Source: an optimization exercise on an open RTL-to-GDS flow (aim: small area, a short achievable clock period and few clock cycles per item). Production flows keep margins and buffers that such runs may drop.
The RTL was checked by simulation tests, not by an equivalence proof against the original design.
Power is estimated from default activity; no workload was simulated.

$ cat flow/design.v
package dvpt_pkg;
    typedef struct packed {
        logic [15:0] l;
        logic [15:0] t;
        logic [15:0] w;
        logic [15:0] h;
    } rect_t;
    localparam logic [15:0] COUNT_MAX = 16'hFFFF;
    localparam logic [15:0] TOLERANCE_RESET = 16'd32;
    typedef struct packed {
        logic  copy_now;
        rect_t copy_rect;
        logic  world_valid;
        rect_t world_rect;
    } result_t;
endpackage
module dominant_viewport_pass_tally #(
    parameter int GROUP_SLOTS = 4
) (
    input  logic        aclk,
    input  logic        aresetn,
    input  logic        cfg_valid,
    output logic        cfg_ready,
    input  logic [15:0] cfg_data,
    input  logic        s_valid,
    output logic        s_ready,
    input  logic [15:0] s_frame_tag,
    input  logic [15:0] s_view_left,
    input  logic [15:0] s_view_top,
    input  logic [15:0] s_view_width,
    input  logic [15:0] s_view_height,
    output logic        m_valid,
    input  logic        m_ready,
    output logic        m_copy_now,
    output logic [15:0] m_copy_left,
    output logic [15:0] m_copy_top,
    output logic [15:0] m_copy_width,
    output logic [15:0] m_copy_height,
    output logic        m_world_valid,
    output logic [15:0] m_world_left,
    output logic [15:0] m_world_top,
    output logic [15:0] m_world_width,
    output logic [15:0] m_world_height
);
    localparam int CNT_W = $clog2(GROUP_SLOTS + 1);
    localparam int IDX_W = (GROUP_SLOTS > 1) ? $clog2(GROUP_SLOTS) : 1;
    localparam logic [CNT_W-1:0] SLOTS_C = CNT_W'(GROUP_SLOTS);
    typedef enum logic [2:0] {
        ST_IDLE,
        ST_ROLL_SCAN,
        ST_ROLL_FIN,
        ST_SCAN,
        ST_FINISH
    } state_t;
    state_t                state_reg;
    logic [15:0]           tolerance_reg;
    logic [15:0]           frame_tag_reg;
    logic [15:0]           item_tag_reg;
    dvpt_pkg::rect_t       item_rect_reg;
    logic [CNT_W-1:0]      used_reg;
    logic [CNT_W-1:0]      scan_reg;
    logic                  found_reg;
    logic                  best_valid_reg;
    dvpt_pkg::rect_t       best_rect_reg;
    logic [15:0]           best_cnt_reg;
    logic                  prior_valid_reg;
    dvpt_pkg::rect_t       prior_rect_reg;
    logic [15:0]           prior_passes_reg;
    dvpt_pkg::rect_t       target_rect_reg;
    logic [15:0]           target_pass_reg;
    logic [15:0]           seen_reg;
    logic                  m_valid_reg;
    dvpt_pkg::result_t     result_reg;
    logic [63:0]           group_rect_mem [0:GROUP_SLOTS-1];
    logic [15:0]           group_cnt_mem  [0:GROUP_SLOTS-1];
    logic [IDX_W-1:0]      scan_idx;
    logic [IDX_W-1:0]      used_idx;
    dvpt_pkg::rect_t       slot_rect;
    logic [15:0]           slot_cnt;
    assign scan_idx  = scan_reg[IDX_W-1:0];
    assign used_idx  = used_reg[IDX_W-1:0];
    assign slot_rect = group_rect_mem[scan_idx];
    assign slot_cnt  = group_cnt_mem[scan_idx];
    dvpt_pkg::rect_t cmp_a;
    dvpt_pkg::rect_t cmp_b;
    logic            cmp_same;
    function automatic logic near16(input logic [15:0] a, input logic [15:0] b,
                                    input logic [15:0] tol);
        logic [15:0] d;
        d = (a > b) ? (a - b) : (b - a);
        near16 = (d <= tol);
    endfunction
    always_comb begin
        unique case (state_reg)
            ST_ROLL_FIN: begin
                cmp_a = best_rect_reg;
                cmp_b = prior_rect_reg;
            end
            ST_FINISH: begin
                cmp_a = target_rect_reg;
                cmp_b = item_rect_reg;
            end
            default: begin
                cmp_a = slot_rect;
                cmp_b = item_rect_reg;
            end
        endcase
        cmp_same = near16(cmp_a.l, cmp_b.l, tolerance_reg)
                && near16(cmp_a.t, cmp_b.t, tolerance_reg)
                && near16(cmp_a.w, cmp_b.w, tolerance_reg)
                && near16(cmp_a.h, cmp_b.h, tolerance_reg);
    end
    logic            scan_done;
    logic            first_hit;
    logic [15:0]     eff_cnt;
    dvpt_pkg::rect_t eff_rect;
    always_comb begin
        scan_done = (scan_reg == used_reg);
        first_hit = cmp_same && !found_reg;
        eff_rect  = slot_rect;
        eff_cnt   = slot_cnt;
        if (first_hit) begin
            if (slot_cnt != dvpt_pkg::COUNT_MAX) begin
                eff_cnt = slot_cnt + 16'd1;
            end
            if (item_rect_reg.w > slot_rect.w) begin
                eff_rect.w = item_rect_reg.w;
            end
            if (item_rect_reg.h > slot_rect.h) begin
                eff_rect.h = item_rect_reg.h;
            end
        end
    end
    logic              insert;
    logic              copy_hit;
    logic [15:0]       seen_inc;
    logic              world_valid;
    dvpt_pkg::rect_t   world_rect;
    dvpt_pkg::result_t result_next;
    logic              out_free;
    always_comb begin
        insert      = !found_reg && (used_reg < SLOTS_C);
        copy_hit    = (target_pass_reg != 16'd0) && cmp_same
                   && (seen_reg != dvpt_pkg::COUNT_MAX);
        seen_inc    = seen_reg + 16'd1;
        world_valid = best_valid_reg || insert;
        world_rect  = best_valid_reg ? best_rect_reg : item_rect_reg;
        result_next.copy_now    = copy_hit && (seen_inc == target_pass_reg);
        result_next.copy_rect   = result_next.copy_now ? target_rect_reg : 64'd0;
        result_next.world_valid = world_valid;
        result_next.world_rect  = world_valid ? world_rect : 64'd0;
        out_free    = !m_valid_reg || m_ready;
    end
    logic [15:0] roll_target;
    always_comb begin
        roll_target = best_cnt_reg;
        if (prior_valid_reg && cmp_same && (prior_passes_reg < best_cnt_reg)) begin
            roll_target = prior_passes_reg;
        end
    end
    always_ff @(posedge aclk) begin
        if (state_reg == ST_SCAN && !scan_done && first_hit) begin
            group_rect_mem[scan_idx] <= eff_rect;
            group_cnt_mem[scan_idx]  <= eff_cnt;
        end else if (state_reg == ST_FINISH && out_free && insert) begin
            group_rect_mem[used_idx] <= item_rect_reg;
            group_cnt_mem[used_idx]  <= 16'd1;
        end
    end
    always_ff @(posedge aclk) begin
        if (!aresetn) begin
            state_reg        <= ST_IDLE;
            tolerance_reg    <= dvpt_pkg::TOLERANCE_RESET;
            frame_tag_reg    <= '0;
            used_reg         <= '0;
            scan_reg         <= '0;
            found_reg        <= 1'b0;
            best_valid_reg   <= 1'b0;
            prior_valid_reg  <= 1'b0;
            prior_rect_reg   <= '0;
            prior_passes_reg <= '0;
            target_rect_reg  <= '0;
            target_pass_reg  <= '0;
            seen_reg         <= '0;
            m_valid_reg      <= 1'b0;
        end else begin
            if (cfg_valid) begin
                tolerance_reg <= cfg_data;
            end
            if (m_valid_reg && m_ready && state_reg != ST_FINISH) begin
                m_valid_reg <= 1'b0;
            end
            unique case (state_reg)
                ST_IDLE: begin
                    if (s_valid) begin
                        item_tag_reg   <= s_frame_tag;
                        item_rect_reg  <= {s_view_left, s_view_top,
                                           s_view_width, s_view_height};
                        scan_reg       <= '0;
                        found_reg      <= 1'b0;
                        best_valid_reg <= 1'b0;
                        state_reg      <= (s_frame_tag != frame_tag_reg) ? ST_ROLL_SCAN
                                                                         : ST_SCAN;
                    end
                end
                ST_ROLL_SCAN: begin
                    if (scan_done) begin
                        state_reg <= ST_ROLL_FIN;
                    end else begin
                        if (!best_valid_reg || slot_cnt > best_cnt_reg) begin
                            best_valid_reg <= 1'b1;
                            best_rect_reg  <= slot_rect;
                            best_cnt_reg   <= slot_cnt;
                        end
                        scan_reg <= scan_reg + CNT_W'(1);
                    end
                end
                ST_ROLL_FIN: begin
                    if (best_valid_reg) begin
                        target_pass_reg  <= roll_target;
                        target_rect_reg  <= best_rect_reg;
                        prior_valid_reg  <= 1'b1;
                        prior_rect_reg   <= best_rect_reg;
                        prior_passes_reg <= best_cnt_reg;
                    end else begin
                        target_pass_reg  <= '0;
                        target_rect_reg  <= '0;
                        prior_valid_reg  <= 1'b0;
                        prior_rect_reg   <= '0;
                        prior_passes_reg <= '0;
                    end
                    frame_tag_reg  <= item_tag_reg;
                    used_reg       <= '0;
                    seen_reg       <= '0;
                    scan_reg       <= '0;
                    best_valid_reg <= 1'b0;
                    state_reg      <= ST_SCAN;
                end
                ST_SCAN: begin
                    if (scan_done) begin
                        state_reg <= ST_FINISH;
                    end else begin
                        if (first_hit) begin
                            found_reg <= 1'b1;
                        end
                        if (!best_valid_reg || eff_cnt > best_cnt_reg) begin
                            best_valid_reg <= 1'b1;
                            best_rect_reg  <= eff_rect;
                            best_cnt_reg   <= eff_cnt;
                        end
                        scan_reg <= scan_reg + CNT_W'(1);
                    end
                end
                ST_FINISH: begin
                    if (out_free) begin
                        if (insert) begin
                            used_reg <= used_reg + CNT_W'(1);
                        end
                        if (copy_hit) begin
                            seen_reg <= seen_inc;
                        end
                        result_reg  <= result_next;
                        m_valid_reg <= 1'b1;
                        state_reg   <= ST_IDLE;
                    end
                end
                default: begin
                    state_reg <= ST_IDLE;
                end
            endcase
        end
    end
    assign cfg_ready      = 1'b1;
    assign s_ready        = (state_reg == ST_IDLE);
    assign m_valid        = m_valid_reg;
    assign m_copy_now     = result_reg.copy_now;
    assign m_copy_left    = result_reg.copy_rect.l;
    assign m_copy_top     = result_reg.copy_rect.t;
    assign m_copy_width   = result_reg.copy_rect.w;
    assign m_copy_height  = result_reg.copy_rect.h;
    assign m_world_valid  = result_reg.world_valid;
    assign m_world_left   = result_reg.world_rect.l;
    assign m_world_top    = result_reg.world_rect.t;
    assign m_world_width  = result_reg.world_rect.w;
    assign m_world_height = result_reg.world_rect.h;
endmodule
$ cat flow/run.sh
#!/bin/bash
# synth_recipe.tcl (not shown) runs the flow's synth.tcl, then flattens the netlist and writes it again
# the make line also repeats each setting of config.mk as NAME=value (left out here)
make -C /OpenROAD-flow-scripts/flow DESIGN_CONFIG=/design/flow/config.mk WORK_HOME=/design/flow/orfs CLKGATE_MAP_FILE= SYNTH_SCRIPT=/design/flow/synth_recipe.tcl finish
$ cat flow/config.mk
export PLATFORM = sky130hd
export DESIGN_NAME = dominant_viewport_pass_tally
export DESIGN_NICKNAME = dominant_viewport_pass_tally
export VERILOG_FILES = /design/flow/design.v
export SDC_FILE = /design/flow/constraint.sdc
export NUM_CORES = 4
export LEC_CHECK = 0
export CAP_MARGIN = 20
export CORE_MARGIN = 2
export CORE_UTILIZATION = 40
export SLEW_MARGIN = 20
$ cat flow/constraint.sdc
create_clock -name core_clock -period 10.0 [get_ports {aclk}]
set_input_delay 2.0000 -clock core_clock [delete_from_list [all_inputs] [get_ports {aclk}]]
set_output_delay 2.0000 -clock core_clock [all_outputs]
set_load 0.01 [all_outputs]
==> impl_results.md <==
* Kind of critical path: flip-flop to flip-flop
* Post-route minimum period at 9230 ps
* Input/output buffers at between 200 and 250
* Final hold viol count at 0
* Num ports at ~230
* Number of violations of the max-capacitance limit at 0
* Detail Route Antenna Nets at 0
* Final Max Tran Viols at 0
* Cell count after placement at 5042
* Final worst path period share at 0.923
* Inserted Clock Buffers at 87
* Via count at 29.0k
* Flip-flop cell with the highest count after synthesis: sky130_fd_sc_hd__edfxtp_1
* Aggregate negative setup slack at 0 ps
* Critical Path End Type: flip-flop
* Site Rows at roughly 120
* Register Area at between 0.02 and 0.025 mm^2
* Number of enable flip-flop cells after synthesis at roughly 600
* Vias per cell at 5.56
* Critical path arrival at between 9000 and 10000 ps
* Number of global-route vias before repair at about 29k
* Worst path buffer plus inverter count at 4
* Maximum buffer depth of the clock tree at 3
* Number of antenna violations at the first check in global routing at 0
* Critical path peak fanout at 56
* Final setup vio count at 0
* Post-CTS Setup Bufs at 0
* Number of cells in the finished layout apart from fillers at 5208
* Die H at about 320 um
* HPWL after detailed placement at around 81000 um
* Flip-flop count of the largest register, all copies and words added at between 200 and 300
* Synthesized instance count at roughly 3.6k
* Leftover overflow at the end of global routing at 0
* Drt first pass iters at 5
* Footprint of the multi-input gates at about 0.018 mm^2
* Actual transition at the worst max-transition pin at roughly 1100 ps
* Leakage power at approximately 18 nW
* Detailed-route wire length per cell at ~22 um
* Wire length of the first global-routing pass at between 150000 and 200000 um
* Post-layout net count at between 4k and 5k
* Placeable Area at around 0.1 mm^2
* Largest stage delay on the critical path at ~580 ps
* Upper clock frequency limit at 0.108 GHz
* Yosys Warn Count at 1
* Power density over the cells at around 180 mW/mm^2
* CTS Root Cell: sky130_fd_sc_hd__clkbuf_16
* Routed wire length at between 100000 and 150000 um
* Unrepaired setup endpoints after global routing: false
* Yosys reg bits at approximately 770
* Critical path data required time at 10300 ps
* Largest delay share family, worst path: simple AND/OR/NAND/NOR gates
* Average cell area after synthesis at 11.5 um^2
* Clock insertion delay at the later pin of the skew report at approximately 670 ps
* Synth-to-layout area growth at 17.1%
* Status: no timing/DRC/antenna violations
* Count of unresolved DRC violations after routing at 0
* Starting Density at 0.402
* Total standard cell area after synthesis at just over 0.04 mm^2
* Part of the Yosys area used for sequential elements at 0.527
* Full die area at between 0.1 and 0.15 mm^2
* Register clock-pin slew on the reported worst setup and hold paths at roughly 60 ps
* Proportion of register bits with asynchronous set or reset after synthesis at 0
* Max stage delay cell, worst path: sky130_fd_sc_hd__or4_4
* Gr usage total at 0.221
* Total clock sinks at between 700 and 800
* Violation count after the first detailed-routing iteration at 2611
* Worst relative slew slack at 0.259
* Number of distinct library cells after synthesis at 97
* Proportion of layout cells with a drive suffix above 1 at 0.100
* Worst reg2reg setup slack at 770 ps
* Hold Crit Class: flip-flop to flip-flop
* # H-tree levels at 3
* Number of hold buffers added after cts at 0
* Startpoint type of the worst setup path: flip-flop
* Clock tree from TritonCTS: built
* Global placement routability congestion at ~0.90
* Filler Cells Inserted at roughly 9k
* Resized cells post-CTS at 0
* Die span in x at roughly 320 um
* Largest net degree at the start of global routing at ~100
* Worst Skew at 26.9 ps
* Worst IR drop on VDD at between 0.1 and 0.15 mV
* Synthesized netlist net count at between 3k and 4k
[final cells by class]
class	instances	area share
flip-flops and latches	769	0.450
clock buffers	110	0.0488
repair buffers	312	0.0641
clock inverters	54	0.0118
diodes	1	0.0000524
multi-input cells	2399	0.374
well taps	1368	0.0358
inverters	195	0.0153
[where the power goes]
| part | total, mW | switching, mW | leakage (nW) | internal [mW] |
|---|---|---|---|---|
| combinational | 1.68 | 0.999 | 10.0 | 0.683 |
| clock | 3.23 | 1.35 | 1.40 | 1.88 |
| sequential | 3.52 | 0.0335 | 6.88 | 3.48 |
| total | 8.43 | 2.38 | 18.3 | 6.04 |
[cells by family (layout without fill, tap and decap cells)]
| kind of cell | count (synthesis) | after routing | share of synthesized area |
|---|---|---|---|
| simple gates | 1029 | 1029 | 0.122 |
| compound gates | 777 | 777 | 0.131 |
| flops | 769 | 769 | 0.527 |
| buf+inv | 391 | 671 | 0.0378 |
| fa+ha+maj | 279 | 279 | 0.0870 |
| mux | 199 | 199 | 0.0708 |
| xor+xnor | 114 | 114 | 0.0245 |
| other cells | 1 | 2 | 0.0000919 |
[placed cells by master, fill, tap and decap left out, types with 20 or more instances in the layout]
cell type                         count
sky130_fd_sc_hd__a21o_1              76
sky130_fd_sc_hd__a21oi_1            147
sky130_fd_sc_hd__a221o_1             20
sky130_fd_sc_hd__a221oi_1            45
sky130_fd_sc_hd__a22o_1             129
sky130_fd_sc_hd__a31oi_1             24
sky130_fd_sc_hd__and2_1              88
sky130_fd_sc_hd__and3_1              53
sky130_fd_sc_hd__buf_4               68
sky130_fd_sc_hd__clkbuf_16           88
sky130_fd_sc_hd__clkdlybuf4s50_1    232
sky130_fd_sc_hd__dfxtp_1            156
sky130_fd_sc_hd__edfxtp_1           610
sky130_fd_sc_hd__ha_1               271
sky130_fd_sc_hd__inv_1              194
sky130_fd_sc_hd__mux2_2              48
sky130_fd_sc_hd__mux2i_1             83
sky130_fd_sc_hd__mux4_2              62
sky130_fd_sc_hd__nand2_1            483
sky130_fd_sc_hd__nand3_1             53
sky130_fd_sc_hd__nand4_1             51
sky130_fd_sc_hd__nor2_1             124
sky130_fd_sc_hd__nor2b_1             44
sky130_fd_sc_hd__nor3_1              32
sky130_fd_sc_hd__o21a_1              22
sky130_fd_sc_hd__o21ai_0            190
sky130_fd_sc_hd__xnor2_1             69
sky130_fd_sc_hd__xor2_1              45
[path summary, 6_finish.rpt]
path | cells after the start | from | endpoint
max | 33 | state_reg[0]$_SDFFE_PN0P_ | best_rect_reg[43]$_DFFE_PP_
min reg2reg | 2 | prior_valid_reg$_SDFFE_PN0N_ | prior_valid_reg$_SDFFE_PN0N_
max reg2reg | 33 | state_reg[0]$_SDFFE_PN0P_ | best_rect_reg[43]$_DFFE_PP_
min | 2 | prior_valid_reg$_SDFFE_PN0N_ | prior_valid_reg$_SDFFE_PN0N_
[Yosys cell counts (all sizes together), types with 7 or more instances]
cell type | number | share of area
o31ai | 15 | 0.0028
clkbuf | 148 | 0.014
a221oi | 47 | 0.010
nor4 | 15 | 0.0034
nor2b | 44 | 0.0067
nor3 | 38 | 0.0052
or3 | 8 | 0.0012
a221o | 20 | 0.0049
fa | 8 | 0.0039
a21o | 76 | 0.014
nand3b | 11 | 0.0020
a31oi | 27 | 0.0050
a211oi | 12 | 0.0022
nor2 | 132 | 0.012
and2 | 91 | 0.014
o2111ai | 10 | 0.0021
inv | 195 | 0.018
a22o | 129 | 0.028
o21ai | 193 | 0.024
ha | 271 | 0.083
mux2 | 51 | 0.014
nand2 | 483 | 0.044
nand3 | 53 | 0.0065
o211ai | 12 | 0.0022
a2111oi | 7 | 0.0017
dfxtp | 159 | 0.078
a22oi | 7 | 0.0014
a21oi | 148 | 0.018
and3 | 58 | 0.0093
xor2 | 45 | 0.0097
o21bai | 8 | 0.0015
xnor2 | 69 | 0.015
mux2i | 83 | 0.020
buf | 48 | 0.0062
mux4 | 65 | 0.036
nand2b | 10 | 0.0015
o21a | 22 | 0.0040
and4 | 10 | 0.0022
edfxtp | 610 | 0.45
nand4 | 52 | 0.0081
[worst register-to-register path, delay by kind of cell (launching register included)]
family	cells	cell delay, ps
AND/OR/NAND/NOR	13	4020
AO/OA/AOI/OAI	12	2010
buffers and inverters	4	1240
adder cells (fa/ha/maj)	3	1140
flip-flops	1	310
XOR/XNOR	1	90
[metrics by stage]
step	setup slack [ps]	instance area, um^2	power, mW	hold WS, ps	util
3_5_place_dp	831	44900	5.24	439	0.442
2_1_floorplan	12.4	40900	4.77	423	-
4_1_cts	834	47800	8.48	460	0.471
3_3_place_gp	1010	44900	5.23	433	0.442
5_1_grt	90.3	47800	8.81	484	0.471
6_report	767	47800	8.43	461	0.471
[routing by layer]
metal  GRT usage  part of all wire  routed length [um]  vias to the layer above
met5           0                 0                   0                        -
met2       0.361              0.47               54200                      895
met3      0.0263             0.055                6440                      165
met4      0.0709             0.027                3180                        0
met1       0.306              0.45               52500                    14305
li1            -                 -                   -                    13601
Testbench counts, summed over its fixed seeds: cycles 57,357, items 9,600.

[afterwards: timing with drivers on the ports]
In the flow no input, the clock included, has a driving cell. The finished layout below was timed again as built, in two steps. Step 1 assumes that a clkbuf_16 drives the clock port and a buf_2 every other input. Step 2 times the ports against the registers' clock, not the clock port: input delays grow and output delays shrink by t, the midpoint of the rising clock arrivals with the driver on. Slacks: ideal ports / drivers / drivers and shift; pairs: ideal ports / drivers.
t, ns: 0.730
slack for setup (ns): 0.767 / 0.767 / 0.767
worst hold slack (ns): 0.461 / 0.461 / 0.461
worst setup path after step 2: register to register
pins driven straight from the clock port: 1
After both steps this run still meets setup and hold. The setup slack of this run moves by 0.000 ns with the drivers and by 0.000 ns with both steps.
